This is an optimization exercise on Yosys and OpenROAD, whose aim is small area and a short achievable clock period, not a production implementation.
Function was checked by simulation only, so behaviour that the tests miss may differ from the original.

## exp/indigo
// pe_pipelined
module pe_pipelined #(
    parameter int unsigned W_DEPTH = 4,
    parameter int unsigned PIPE    = 2,
    localparam int unsigned ADDR_W = (W_DEPTH > 1) ? $clog2(W_DEPTH) : 1
) (
    input  logic              clk,
    input  logic              reset,
    input  logic              load_cfg,
    input  logic [2:0]        load_op,
    input  logic              load_wen,
    input  logic [ADDR_W-1:0] load_addr,
    input  logic [31:0]       load_data,
    input  logic              in_valid,
    output logic              in_ready,
    input  logic [31:0]       a,
    input  logic [31:0]       b,
    input  logic [31:0]       c,
    output logic              out_valid,
    input  logic              out_ready,
    output logic [31:0]       out_data,
    output logic              busy
);
Size in the first run: about 0.044 mm2 of cells after synthesis.
Settings: LEC_CHECK=0, ABC_AREA=1, CAP_MARGIN=20, CORE_MARGIN=2, CORE_UTILIZATION=50, CTS_BUF_LIST=sky130_fd_sc_hd__clkbuf_8, SLEW_MARGIN=20, SYNTH_HIERARCHICAL=1; clock period 30.0 ns.
standard.sh (not shown) runs the stock make flow with config.mk's settings and CLKGATE_MAP_FILE= SYNTH_SCRIPT=/design/flow/synth_recipe.tcl, a recipe that flattens the netlist after the stock synthesis.
==> flow/flow/run.sh <==
#!/bin/bash
set -euo pipefail
export SETUP_SLACK_MARGIN=17.5
export TNS_END_PERCENT=5
export BUFFER_PORTS_ARGS="-buffer_cell sky130_fd_sc_hd__buf_1"
bash standard.sh > standard_make.log 2>&1
In summary, exp/indigo completed successfully, with a layout that passed the timing, DRC and antenna checks.
Changes in exp/xenon relative to exp/indigo:
--- a/flow/flow/run.sh
+++ b/flow/flow/run.sh
@@ -3 +3 @@
-export SETUP_SLACK_MARGIN=17.5
+export SETUP_SLACK_MARGIN=17.0
### Flow results
- Of exp/xenon and exp/indigo, it is exp/xenon that has the higher first-iteration DRC count.
- When the final numbers for exp/indigo and exp/xenon were put side by side, the filler-free cell count of the finished design turned out to be greater in exp/indigo.
- exp/xenon ends up with lower post-route standard cell area excluding fillers than exp/indigo does.
- exp/xenon vs. exp/indigo: delay of the slowest critical-path stage shows an increase of 0.08 ns, non-clock buffer count shows a reduction of about 10%.
What exp/pepper does differently from exp/xenon at the input level:
--- a/flow/flow/run.sh
+++ b/flow/flow/run.sh
@@ -3 +3 @@
-export SETUP_SLACK_MARGIN=17.0
+export SETUP_SLACK_MARGIN=17.25
Findings:
exp/pepper vs. exp/xenon: cell count barely changed, number of routed nets with antenna violations now sits at about the same level.
Reported for exp/xenon and exp/pepper, sequential cell count turned out identical to the last digit.
Relative to exp/xenon, met3 layer wire length in the routed design has increased by about 0.32% in exp/pepper.
exp/xenon → exp/pepper: total number of vias flat.
Re total routing usage reported by global routing: exp/xenon and exp/pepper aren't equal, and the higher value belongs to exp/pepper.
[inputs] exp/zinc vs exp/pepper
--- a/flow/flow/run.sh
+++ b/flow/flow/run.sh
@@ -3,2 +3,2 @@
-export SETUP_SLACK_MARGIN=17.25
-export TNS_END_PERCENT=5
+export SETUP_SLACK_MARGIN=17.5
+export TNS_END_PERCENT=2
## What came out
exp/zinc reached the final stage; the timing, DRC and antenna checks on its layout passed.
Between exp/pepper and exp/zinc, the via count does not differ in any meaningful way.
The met3 layer usage reported by global route on exp/pepper is in line with that on exp/zinc.
Measured against each other, exp/zinc and exp/pepper differ in final critical-path required period, the higher figure coming from exp/pepper.

* * *

Setup of blue:
Another version of the RTL of pe_pipelined (not shown whole).
Size in the first run: ~6800 cells after synthesis, ~170 I/O pins, roughly 0.045 sq mm of cells after synthesis.
Settings: LEC_CHECK=0, ABC_AREA=1, CAP_MARGIN=20, CORE_MARGIN=2, CORE_UTILIZATION=60, SLEW_MARGIN=20; clock period 30.0 ns.
run.sh (not shown) runs the stock make flow with config.mk's settings and CLKGATE_MAP_FILE= SYNTH_SCRIPT=/design/flow/synth_recipe.tcl, a recipe that flattens the netlist after the stock synthesis.
Stock flow here: none of the scripts above is used.
Inputs modified between blue and orange:
-- flow/config.mk --
<<< blue, line 11
export CORE_UTILIZATION = 60
>>> orange, line 11
export CORE_UTILIZATION = 40
orange finished every step from synthesis to the final layout, and the layout passed the timing, DRC and antenna checks.
Looking at routability congestion estimate from global placement across blue and orange, the one that comes out lower is orange.
orange gives less final critical-path setup slack than blue did.
orange vs blue, die area went up by 0.038 sq mm.
For clock distribution area overhead in the final layout, blue and orange come out practically identical.
Comparing blue and orange, cell count is higher on orange.
orange ends up with lower number of vias after detailed routing than blue does.

[re-timing with driven ports]
No port has a modelled driver above. Below, the same layouts with a new extraction and two added sets of constraints. Step 1: set_driving_cell puts a clkbuf_16 on clk and a buf_2 on each other input, an assumption about the parent block. Step 2, shift: input delay + t, output delay - t, t = (earliest + latest rising clock arrival at the registers) / 2. This alone moves slack from input paths to output paths. a / b / c = ideal ports / drivers / drivers and shift; a / b = the first two.
| run | t (ns) | slack for setup (ns) | hold slack, ns | clock arrival spread, ns | worst register clock-pin slew, ns |
|---|---|---|---|---|---|
| exp/indigo | 0.647 | 17.528 / 17.499 / 17.499 | 0.475 / 0.475 / 0.475 | 0.030 / 0.029 | 0.08 / 0.08 |
| exp/xenon | 0.649 | 17.234 / 17.211 / 17.211 | 0.473 / 0.473 / 0.473 | 0.027 / 0.027 | 0.08 / 0.08 |
| exp/pepper | 0.647 | 17.348 / 17.328 / 17.328 | 0.475 / 0.475 / 0.475 | 0.028 / 0.028 | 0.08 / 0.08 |
| exp/zinc | 0.647 | 17.527 / 17.505 / 17.505 | 0.471 / 0.471 / 0.471 | 0.025 / 0.024 | 0.07 / 0.07 |
| blue | 0.583 | 11.954 / 11.954 / 11.954 | 0.482 / 0.482 / 0.482 | 0.014 / 0.013 | 0.07 / 0.07 |
| orange | 0.597 | 11.176 / 11.176 / 11.176 | 0.479 / 0.479 / 0.479 | 0.015 / 0.015 | 0.07 / 0.07 |
After both steps setup and hold are still met in every run listed. The setup slack of exp/indigo, which loses most, moves by -0.029 ns with the drivers and by -0.029 ns with both steps.
